This design comes from an exercise in tuning for small area and a short achievable clock period on the open sky130 flow, not from production work. Where RTL was checked, it was by simulation tests only, not by an equivalence proof against the original. Power is estimated from default activity; no workload was simulated.

== main ==
// mem_resp
module mem_resp #(
  parameter int ADR_WIDTH   = 10,
  parameter int DAT_WIDTH   = 8,
  parameter int MEM_DEPTH   = 256,
  parameter int WAIT_STATES = 2
) (
  input  logic                 clk_i,
  input  logic                 rst_ni,
  input  logic                 req_i,
  input  logic                 we_i,
  input  logic [ADR_WIDTH-1:0] adr_i,
  input  logic [DAT_WIDTH-1:0] dat_i,
  output logic                 busy_o,
  output logic                 ack_o,
  output logic                 err_o,
  output logic [DAT_WIDTH-1:0] dat_o
);
==> module mem_resp, before the edit <==
module mem_resp #(
  parameter int ADR_WIDTH   = 10,
  parameter int DAT_WIDTH   = 8,
  parameter int MEM_DEPTH   = 256,
  parameter int WAIT_STATES = 2
) (
  input  logic                 clk_i,
  input  logic                 rst_ni,
  input  logic                 req_i,
  input  logic                 we_i,
  input  logic [ADR_WIDTH-1:0] adr_i,
  input  logic [DAT_WIDTH-1:0] dat_i,
  output logic                 busy_o,
  output logic                 ack_o,
  output logic                 err_o,
  output logic [DAT_WIDTH-1:0] dat_o
);
  localparam int IDX_W = (MEM_DEPTH > 1) ? $clog2(MEM_DEPTH) : 1;
  localparam logic [63:0] DEPTH64 = MEM_DEPTH;
  function automatic logic out_of_range(input logic [ADR_WIDTH-1:0] a);
    out_of_range = ({{(64-ADR_WIDTH){1'b0}}, a} >= DEPTH64);
  endfunction
  if (ADR_WIDTH == 10 && DAT_WIDTH == 8 && MEM_DEPTH == 256 && WAIT_STATES == 2) begin : g_ring
    localparam int N  = 256;
    localparam int W  = 8;
    logic idle, s1, s2, s3;
    logic ld_w, ld_r;           
    logic         we_q, oor_q;
    always_ff @(posedge clk_i or negedge rst_ni) begin
      if (!rst_ni) begin
        idle   <= 1'b1;
        busy_o <= 1'b0;
        ack_o  <= 1'b0;
        err_o  <= 1'b0;
        s1     <= 1'b0;
        s2     <= 1'b0;
        s3     <= 1'b0;
        ld_w   <= 1'b0;
        ld_r   <= 1'b0;
      end else begin
        idle   <= (idle && !req_i) || ack_o;
        s1     <= idle && req_i;
        s2     <= s1;
        s3     <= s2;
        ld_w   <= s2 && we_q && !oor_q;
        ld_r   <= s2 && !we_q;
        ack_o  <= s3;
        err_o  <= s3 && oor_q;
        busy_o <= (idle && req_i) || s1 || s2 || s3;
      end
    end
    logic [7:0]   c;            
    logic [W-1:0] dat_q;
    logic [7:0]   rn, rn_nx;
    logic [31:0]  sa;           
    assign rn_nx = idle ? adr_i[7:0] + c : rn + 8'd1;
    always_ff @(posedge clk_i) begin
      c  <= c + 8'd1;
      rn <= rn_nx;
      for (int i = 0; i < 32; i++) sa[i] <= (rn_nx[5:1] == 5'(i));
      if (idle) begin
        we_q  <= we_i;
        oor_q <= out_of_range(adr_i);
        dat_q <= dat_i;
      end
    end
    logic [W-1:0] wdn;          
    logic [7:0]   wq, wq_nx;
    logic [7:0]   plo, pmi;
    logic [3:0]   phi;
    assign wq_nx = ld_w ? rn + 8'd1 : wq + 8'd1;
    always_ff @(posedge clk_i) begin
      if (ld_w) wdn <= ~dat_q;
      wq <= wq_nx;
      for (int i = 0; i < 8; i++) plo[i] <= (wq_nx[2:0] == 3'(i));
      for (int i = 0; i < 8; i++) pmi[i] <= (wq_nx[5:3] == 3'(i));
      for (int i = 0; i < 4; i++) phi[i] <= (wq_nx[7:6] == 2'(i));
    end
    logic [N*W-1:0] ring;
    for (genvar p = 0; p < N; p++) begin : g_pos
      localparam int PREV = (p + N - 1) % N;
      if ((p % 5 == 0 && p <= 250) || p == 253) begin : g_port
        wire seln = !(plo[p%8] && pmi[(p/8)%8] && phi[p/64]);
        always_ff @(posedge clk_i)
          ring[p*W +: W] <= ~((wdn | {W{seln}}) & ~(ring[PREV*W +: W] & {W{seln}}));
      end else begin : g_shift
        always_ff @(posedge clk_i)
          ring[p*W +: W] <= ring[PREV*W +: W];
      end
    end
    logic [W-1:0] tap [N/2];
    for (genvar j = 0; j < N/2; j++) begin : g_tap
      assign tap[j] = ring[((2*j + N - 1) % N)*W +: W];
    end
    logic [W-1:0] tsel [4];
    always_comb begin
      for (int g = 0; g < 4; g++) begin
        tsel[g] = '0;
        for (int i = 0; i < 32; i++)
          tsel[g] = tsel[g] | ({W{sa[i]}} & tap[g*32 + i]);
      end
    end
    logic [W-1:0] grp [4];
    logic [1:0]   gq;
    logic         hq;
    logic [W-1:0] rdbuf;
    logic [W-1:0] rdx;
    logic         byp;
    always_ff @(posedge clk_i) begin
      for (int g = 0; g < 4; g++) grp[g] <= tsel[g];
      gq    <= rn[7:6];
      hq    <= !rn[0];
      rdbuf <= rdx;
      byp   <= (rn == wq);
    end
    assign rdx = hq ? grp[gq] : rdbuf;
    logic [W-1:0] dat_nx, dat_hn;
    assign dat_nx = oor_q ? '0 : (byp ? ~wdn : rdx);
    always_ff @(posedge clk_i or negedge rst_ni) begin
      if (!rst_ni) begin
        dat_o  <= '0;
        dat_hn <= '1;
      end else begin
        dat_o <= ld_r ? dat_nx : ~dat_hn;
        if (ld_r) dat_hn <= ~dat_nx;
      end
    end
  end else begin : g_plain
    localparam logic [3:0] WS_INIT = WAIT_STATES;
    typedef enum logic [1:0] {
      S_IDLE = 2'd0,
      S_WAIT = 2'd1,
      S_ACK  = 2'd2
    } state_t;
    state_t               state;
    logic [3:0]           cnt;
    logic                 we_q;
    logic                 oor_q;
    logic [IDX_W-1:0]     idx_q;
    logic [DAT_WIDTH-1:0] dat_q;
    logic                 access;
    logic [DAT_WIDTH-1:0] mem [MEM_DEPTH];
    assign access = (state == S_WAIT) && (cnt == 4'd0);
    always_ff @(posedge clk_i or negedge rst_ni) begin
      if (!rst_ni) begin
        state  <= S_IDLE;
        cnt    <= 4'd0;
        we_q   <= 1'b0;
        oor_q  <= 1'b0;
        idx_q  <= '0;
        dat_q  <= '0;
        busy_o <= 1'b0;
        ack_o  <= 1'b0;
        err_o  <= 1'b0;
        dat_o  <= '0;
      end else begin
        case (state)
          S_IDLE: begin
            if (req_i) begin
              we_q   <= we_i;
              oor_q  <= out_of_range(adr_i);
              idx_q  <= adr_i[IDX_W-1:0];
              dat_q  <= dat_i;
              cnt    <= WS_INIT;
              busy_o <= 1'b1;
              state  <= S_WAIT;
            end
          end
          S_WAIT: begin
            if (cnt != 4'd0) begin
              cnt <= cnt - 4'd1;
            end else begin
              if (!we_q) dat_o <= oor_q ? '0 : mem[idx_q];
              ack_o <= 1'b1;
              err_o <= oor_q;
              state <= S_ACK;
            end
          end
          default: begin
            ack_o  <= 1'b0;
            err_o  <= 1'b0;
            busy_o <= 1'b0;
            state  <= S_IDLE;
          end
        endcase
      end
    end
    always_ff @(posedge clk_i) begin
      if (access && we_q && !oor_q) mem[idx_q] <= dat_q;
    end
  end
endmodule
Settings: LEC_CHECK=0, ABC_CLOCK_PERIOD_IN_PS=2000, CAP_MARGIN=20, CORE_MARGIN=2, CORE_UTILIZATION=70, CTS_BUF_LIST=sky130_fd_sc_hd__clkbuf_8 sky130_fd_sc_hd__clkbuf_16, CTS_CLUSTER_DIAMETER=120, CTS_CLUSTER_SIZE=30, SETUP_SLACK_MARGIN=2.4, SLEW_MARGIN=20; clock period 4.5 ns.
standard.sh (not shown) runs the stock make flow with config.mk's settings and CLKGATE_MAP_FILE= SYNTH_SCRIPT=/design/flow/synth_recipe.tcl, a recipe that flattens the netlist after the stock synthesis.
==> flow/flow/run.sh <==
#!/bin/bash
# Own layout flow: the standard synthesis unchanged, then the standard
# ORFS layout with two resizer settings changed:
#  - ports are buffered with a plain buf_4 (instead of the delay cell
#    buffer_ports picks by default), so inputs and outputs are not slowed down;
#  - repair_timing may resize a cell to any footprint (MATCH_CELL_FOOTPRINT=0).
# Each step's full output goes to its own log file in this folder; ORFS's own
# per-stage logs are under orfs/logs/.
set -euo pipefail
bash standard.sh synth > synth.log 2>&1
bash standard.sh MATCH_CELL_FOOTPRINT=0 "BUFFER_PORTS_ARGS=-buffer_cell sky130_fd_sc_hd__buf_4" finish > layout.log 2>&1
#### Input delta (the feature branch over main)
--- a/flow/design.v
+++ b/flow/design.v
@@ -63,27 +63,26 @@
         oor_q <= out_of_range(adr_i);
         dat_q <= dat_i;
       end
     end
-    logic [W-1:0] wdn;          
+    logic [W-1:0] wdat;
     logic [7:0]   wq, wq_nx;
-    logic [7:0]   plo, pmi;
-    logic [3:0]   phi;
+    logic [15:0]  plo, phi;
     assign wq_nx = ld_w ? rn + 8'd1 : wq + 8'd1;
     always_ff @(posedge clk_i) begin
-      if (ld_w) wdn <= ~dat_q;
+      if (ld_w) wdat <= dat_q;
       wq <= wq_nx;
-      for (int i = 0; i < 8; i++) plo[i] <= (wq_nx[2:0] == 3'(i));
-      for (int i = 0; i < 8; i++) pmi[i] <= (wq_nx[5:3] == 3'(i));
-      for (int i = 0; i < 4; i++) phi[i] <= (wq_nx[7:6] == 2'(i));
+      for (int i = 0; i < 16; i++) begin
+        plo[i] <= (wq_nx[3:0] == 4'(i));
+        phi[i] <= (wq_nx[7:4] == 4'(i));
+      end
     end
     logic [N*W-1:0] ring;
     for (genvar p = 0; p < N; p++) begin : g_pos
       localparam int PREV = (p + N - 1) % N;
       if ((p % 5 == 0 && p <= 250) || p == 253) begin : g_port
-        wire seln = !(plo[p%8] && pmi[(p/8)%8] && phi[p/64]);
         always_ff @(posedge clk_i)
-          ring[p*W +: W] <= ~((wdn | {W{seln}}) & ~(ring[PREV*W +: W] & {W{seln}}));
+          ring[p*W +: W] <= (plo[p%16] && phi[p/16]) ? wdat : ring[PREV*W +: W];
       end else begin : g_shift
         always_ff @(posedge clk_i)
           ring[p*W +: W] <= ring[PREV*W +: W];
       end
@@ -113,18 +112,11 @@
       rdbuf <= rdx;
       byp   <= (rn == wq);
     end
     assign rdx = hq ? grp[gq] : rdbuf;
-    logic [W-1:0] dat_nx, dat_hn;
-    assign dat_nx = oor_q ? '0 : (byp ? ~wdn : rdx);
     always_ff @(posedge clk_i or negedge rst_ni) begin
-      if (!rst_ni) begin
-        dat_o  <= '0;
-        dat_hn <= '1;
-      end else begin
-        dat_o <= ld_r ? dat_nx : ~dat_hn;
-        if (ld_r) dat_hn <= ~dat_nx;
-      end
+      if (!rst_ni) dat_o <= '0;
+      else if (ld_r) dat_o <= oor_q ? '0 : (byp ? wdat : rdx);
     end
   end else begin : g_plain
     localparam logic [3:0] WS_INIT = WAIT_STATES;
     typedef enum logic [1:0] {
### Flow results
The die area was comparable across the feature branch and main.
Looking only at buffer count excluding the clock tree in the final layout, and setting everything else aside, the lower value of the feature branch and main goes to the feature branch.
Looking at the feature branch and main, the post-synthesis instance area is a wash.
Cell-internal power shrinks by more than 10% when moving from main to the feature branch.
The clock latency at the later pin of the worst-skew pair of the feature branch and that of main are within noise of each other.
Side by side, per-instance average area after synthesis turned out lower in the feature branch than in main.
The estimated power of the feature branch ends up lower than the estimate for main.
For main, only the layout was checked, not whether the RTL still works.

---

The RTL this note starts from:
==> flow/design.v <==
module mem_resp #(
  parameter int ADR_WIDTH   = 10,
  parameter int DAT_WIDTH   = 8,
  parameter int MEM_DEPTH   = 256,
  parameter int WAIT_STATES = 2
) (
  input  logic                 clk_i,
  input  logic                 rst_ni,
  input  logic                 req_i,
  input  logic                 we_i,
  input  logic [ADR_WIDTH-1:0] adr_i,
  input  logic [DAT_WIDTH-1:0] dat_i,
  output logic                 busy_o,
  output logic                 ack_o,
  output logic                 err_o,
  output logic [DAT_WIDTH-1:0] dat_o
);
  localparam int IDX_W = (MEM_DEPTH > 1) ? $clog2(MEM_DEPTH) : 1;
  localparam logic [63:0] DEPTH64 = MEM_DEPTH;
  function automatic logic out_of_range(input logic [ADR_WIDTH-1:0] a);
    out_of_range = ({{(64-ADR_WIDTH){1'b0}}, a} >= DEPTH64);
  endfunction
  if (ADR_WIDTH == 10 && DAT_WIDTH == 8 && MEM_DEPTH == 256 && WAIT_STATES == 2) begin : g_ring
    localparam int N  = 256;
    localparam int W  = 8;
    logic idle, s1, s2, s3;
    logic ld_w, ld_r;           
    logic         we_q, oor_q;
    always_ff @(posedge clk_i or negedge rst_ni) begin
      if (!rst_ni) begin
        idle   <= 1'b1;
        busy_o <= 1'b0;
        ack_o  <= 1'b0;
        err_o  <= 1'b0;
        s1     <= 1'b0;
        s2     <= 1'b0;
        s3     <= 1'b0;
        ld_w   <= 1'b0;
        ld_r   <= 1'b0;
      end else begin
        idle   <= (idle && !req_i) || ack_o;
        s1     <= idle && req_i;
        s2     <= s1;
        s3     <= s2;
        ld_w   <= s2 && we_q && !oor_q;
        ld_r   <= s2 && !we_q;
        ack_o  <= s3;
        err_o  <= s3 && oor_q;
        busy_o <= (idle && req_i) || s1 || s2 || s3;
      end
    end
    logic [7:0]   c;            
    logic [W-1:0] dat_q;
    logic [7:0]   rn, rn_nx;
    logic [31:0]  sa;           
    logic [7:0] rn_inc;
    assign rn_inc = rn + 8'd1;
    assign rn_nx = idle ? adr_i[7:0] + c : rn_inc;
    logic [3:0]  lo_s;
    logic [2:0]  hi_s0, hi_s1;
    logic [31:0] sa_nx;
    assign lo_s  = {1'b0, adr_i[2:0]} + {1'b0, c[2:0]};
    assign hi_s0 = adr_i[5:3] + c[5:3];
    assign hi_s1 = adr_i[5:3] + c[5:3] + 3'd1;
    always_comb begin
      for (int j = 0; j < 8; j++)
        for (int i = 0; i < 4; i++)
          sa_nx[j*4 + i] = idle ? ((lo_s[2:1] == 2'(i)) && ((lo_s[3] ? hi_s1 : hi_s0) == 3'(j)))
                                : (rn_inc[5:1] == 5'(j*4 + i));
    end
    always_ff @(posedge clk_i) begin
      c  <= c + 8'd1;
      rn <= rn_nx;
      sa <= sa_nx;
      if (idle) begin
        we_q  <= we_i;
        oor_q <= out_of_range(adr_i);
        dat_q <= dat_i;
      end
    end
    logic [W-1:0] wdn;          
    logic [7:0]   wq, wq_nx;
    logic [15:0]  plo, phi;
    assign wq_nx = ld_w ? rn + 8'd1 : wq + 8'd1;
    always_ff @(posedge clk_i) begin
      if (ld_w) wdn <= ~dat_q;
      wq <= wq_nx;
      for (int i = 0; i < 16; i++) begin
        plo[i] <= (wq_nx[3:0] == 4'(i));
        phi[i] <= (wq_nx[7:4] == 4'(i));
      end
    end
    logic [N*W-1:0] ring;
    for (genvar p = 0; p < N; p++) begin : g_pos
      localparam int PREV = (p + N - 1) % N;
      if ((p % 5 == 0 && p <= 250) || p == 253) begin : g_port
        wire seln = !(plo[p%16] && phi[p/16]);
        always_ff @(posedge clk_i)
          ring[p*W +: W] <= ~((wdn | {W{seln}}) & ~(ring[PREV*W +: W] & {W{seln}}));
      end else begin : g_shift
        always_ff @(posedge clk_i)
          ring[p*W +: W] <= ring[PREV*W +: W];
      end
    end
    logic [W-1:0] tap [N/2];
    for (genvar j = 0; j < N/2; j++) begin : g_tap
      assign tap[j] = ring[((2*j + N - 1) % N)*W +: W];
    end
    logic [W-1:0] tsel [4];
    always_comb begin
      for (int g = 0; g < 4; g++) begin
        tsel[g] = '0;
        for (int i = 0; i < 32; i++)
          tsel[g] = tsel[g] | ({W{sa[i]}} & tap[g*32 + i]);
      end
    end
    logic [W-1:0] grp [4];
    logic [1:0]   gq;
    logic         hq;
    logic [W-1:0] rdbuf;
    logic [W-1:0] rdx;
    logic         byp;
    always_ff @(posedge clk_i) begin
      for (int g = 0; g < 4; g++) grp[g] <= tsel[g];
      gq    <= rn[7:6];
      hq    <= !rn[0];
      rdbuf <= rdx;
      byp   <= (rn == wq);
    end
    assign rdx = hq ? grp[gq] : rdbuf;
    logic [W-1:0] dat_nx, dat_hn;
    assign dat_nx = oor_q ? '0 : (byp ? ~wdn : rdx);
    always_ff @(posedge clk_i or negedge rst_ni) begin
      if (!rst_ni) begin
        dat_o  <= '0;
        dat_hn <= '1;
      end else begin
        dat_o <= ld_r ? dat_nx : ~dat_hn;
        if (ld_r) dat_hn <= ~dat_nx;
      end
    end
  end else begin : g_plain
    localparam logic [3:0] WS_INIT = WAIT_STATES;
    typedef enum logic [1:0] {
      S_IDLE = 2'd0,
      S_WAIT = 2'd1,
      S_ACK  = 2'd2
    } state_t;
    state_t               state;
    logic [3:0]           cnt;
    logic                 we_q;
    logic                 oor_q;
    logic [IDX_W-1:0]     idx_q;
    logic [DAT_WIDTH-1:0] dat_q;
    logic                 access;
    logic [DAT_WIDTH-1:0] mem [MEM_DEPTH];
    assign access = (state == S_WAIT) && (cnt == 4'd0);
    always_ff @(posedge clk_i or negedge rst_ni) begin
      if (!rst_ni) begin
        state  <= S_IDLE;
        cnt    <= 4'd0;
        we_q   <= 1'b0;
        oor_q  <= 1'b0;
        idx_q  <= '0;
        dat_q  <= '0;
        busy_o <= 1'b0;
        ack_o  <= 1'b0;
        err_o  <= 1'b0;
        dat_o  <= '0;
      end else begin
        case (state)
          S_IDLE: begin
            if (req_i) begin
              we_q   <= we_i;
              oor_q  <= out_of_range(adr_i);
              idx_q  <= adr_i[IDX_W-1:0];
              dat_q  <= dat_i;
              cnt    <= WS_INIT;
              busy_o <= 1'b1;
              state  <= S_WAIT;
            end
          end
          S_WAIT: begin
            if (cnt != 4'd0) begin
              cnt <= cnt - 4'd1;
            end else begin
              if (!we_q) dat_o <= oor_q ? '0 : mem[idx_q];
              ack_o <= 1'b1;
              err_o <= oor_q;
              state <= S_ACK;
            end
          end
          default: begin
            ack_o  <= 1'b0;
            err_o  <= 1'b0;
            busy_o <= 1'b0;
            state  <= S_IDLE;
          end
        endcase
      end
    end
    always_ff @(posedge clk_i) begin
      if (access && we_q && !oor_q) mem[idx_q] <= dat_q;
    end
  end
endmodule
Settings: LEC_CHECK=0, ABC_CLOCK_PERIOD_IN_PS=2000, CAP_MARGIN=20, CORE_MARGIN=2, CORE_UTILIZATION=70, CTS_BUF_LIST=sky130_fd_sc_hd__clkbuf_8 sky130_fd_sc_hd__clkbuf_16, CTS_CLUSTER_DIAMETER=120, CTS_CLUSTER_SIZE=30, SETUP_SLACK_MARGIN=2.4, SLEW_MARGIN=20; clock period 4.5 ns.
Scripts as last shown in full above: flow/flow/run.sh
Then changed:
--- a/flow/design.v
+++ b/flow/design.v
@@ -54,23 +54,9 @@
     logic [7:0]   rn, rn_nx;
     logic [31:0]  sa;           
-    logic [7:0] rn_inc;
-    assign rn_inc = rn + 8'd1;
-    assign rn_nx = idle ? adr_i[7:0] + c : rn_inc;
-    logic [3:0]  lo_s;
-    logic [2:0]  hi_s0, hi_s1;
-    logic [31:0] sa_nx;
-    assign lo_s  = {1'b0, adr_i[2:0]} + {1'b0, c[2:0]};
-    assign hi_s0 = adr_i[5:3] + c[5:3];
-    assign hi_s1 = adr_i[5:3] + c[5:3] + 3'd1;
-    always_comb begin
-      for (int j = 0; j < 8; j++)
-        for (int i = 0; i < 4; i++)
-          sa_nx[j*4 + i] = idle ? ((lo_s[2:1] == 2'(i)) && ((lo_s[3] ? hi_s1 : hi_s0) == 3'(j)))
-                                : (rn_inc[5:1] == 5'(j*4 + i));
-    end
+    assign rn_nx = idle ? adr_i[7:0] + c : rn + 8'd1;
     always_ff @(posedge clk_i) begin
       c  <= c + 8'd1;
       rn <= rn_nx;
-      sa <= sa_nx;
+      for (int i = 0; i < 32; i++) sa[i] <= (rn_nx[5:1] == 5'(i));
       if (idle) begin
         we_q  <= we_i;
@@ -81,13 +67,13 @@
     logic [W-1:0] wdn;          
     logic [7:0]   wq, wq_nx;
-    logic [15:0]  plo, phi;
+    logic [7:0]   plo, pmi;
+    logic [3:0]   phi;
     assign wq_nx = ld_w ? rn + 8'd1 : wq + 8'd1;
     always_ff @(posedge clk_i) begin
       if (ld_w) wdn <= ~dat_q;
       wq <= wq_nx;
-      for (int i = 0; i < 16; i++) begin
-        plo[i] <= (wq_nx[3:0] == 4'(i));
-        phi[i] <= (wq_nx[7:4] == 4'(i));
-      end
+      for (int i = 0; i < 8; i++) plo[i] <= (wq_nx[2:0] == 3'(i));
+      for (int i = 0; i < 8; i++) pmi[i] <= (wq_nx[5:3] == 3'(i));
+      for (int i = 0; i < 4; i++) phi[i] <= (wq_nx[7:6] == 2'(i));
     end
     logic [N*W-1:0] ring;
@@ -95,5 +81,5 @@
       localparam int PREV = (p + N - 1) % N;
       if ((p % 5 == 0 && p <= 250) || p == 253) begin : g_port
-        wire seln = !(plo[p%16] && phi[p/16]);
+        wire seln = !(plo[p%8] && pmi[(p/8)%8] && phi[p/64]);
         always_ff @(posedge clk_i)
           ring[p*W +: W] <= ~((wdn | {W{seln}}) & ~(ring[PREV*W +: W] & {W{seln}}));
@@ -129,14 +115,7 @@
     end
     assign rdx = hq ? grp[gq] : rdbuf;
-    logic [W-1:0] dat_nx, dat_hn;
-    assign dat_nx = oor_q ? '0 : (byp ? ~wdn : rdx);
     always_ff @(posedge clk_i or negedge rst_ni) begin
-      if (!rst_ni) begin
-        dat_o  <= '0;
-        dat_hn <= '1;
-      end else begin
-        dat_o <= ld_r ? dat_nx : ~dat_hn;
-        if (ld_r) dat_hn <= ~dat_nx;
-      end
+      if (!rst_ni) dat_o <= '0;
+      else if (ld_r) dat_o <= oor_q ? '0 : (byp ? ~wdn : rdx);
     end
   end else begin : g_plain
What happened: The new run finished clean; critical path depth is unchanged; via count falls slightly; final cell count falls slightly; die area falls slightly; sequential share of layout area rises by 0.13 points; non-clock buffer count rises by 13; clock power falls slightly; cell area falls slightly.
No functional check of the RTL was part of the second run of this note.

## what the ideal ports hide
In the flow no input, the clock included, has a driving cell. The finished layouts below were timed again as built, in two steps.
Step 1 sets driving cells, clkbuf_16 on the clock port and buf_2 on the other inputs (assumed; they add their load-dependent delay and slew).
Step 2, shift: input delay + t, output delay - t, t = (earliest + latest rising clock arrival at the registers) / 2. This alone moves slack from input paths to output paths.
Slacks: no drivers / after step 1 / after step 2; pairs: no drivers / after step 1.
run | t, ns | setup WS [ns] | worst register clock-pin slew, ns | worst slew at a driven data input, ns | cell pins on the clock port's net
main | 0.742 | 2.361 / 2.310 / 1.683 | 0.12 / 0.12 | 0.05 | 1
the feature branch | 0.742 | 2.307 / 2.237 / 1.666 | 0.12 / 0.12 | 0.05 | 1
the first run of note 2 | 0.744 | 2.318 / 2.249 / 1.750 | 0.12 / 0.12 | 0.04 | 1
the second run of note 2 | 0.740 | 2.336 / 2.267 / 1.715 | 0.11 / 0.11 | 0.06 | 1
After both steps every run listed still meets setup and hold. For main, which loses most, drivers alone change the setup slack by -0.051 ns; drivers and shift together by -0.678 ns.
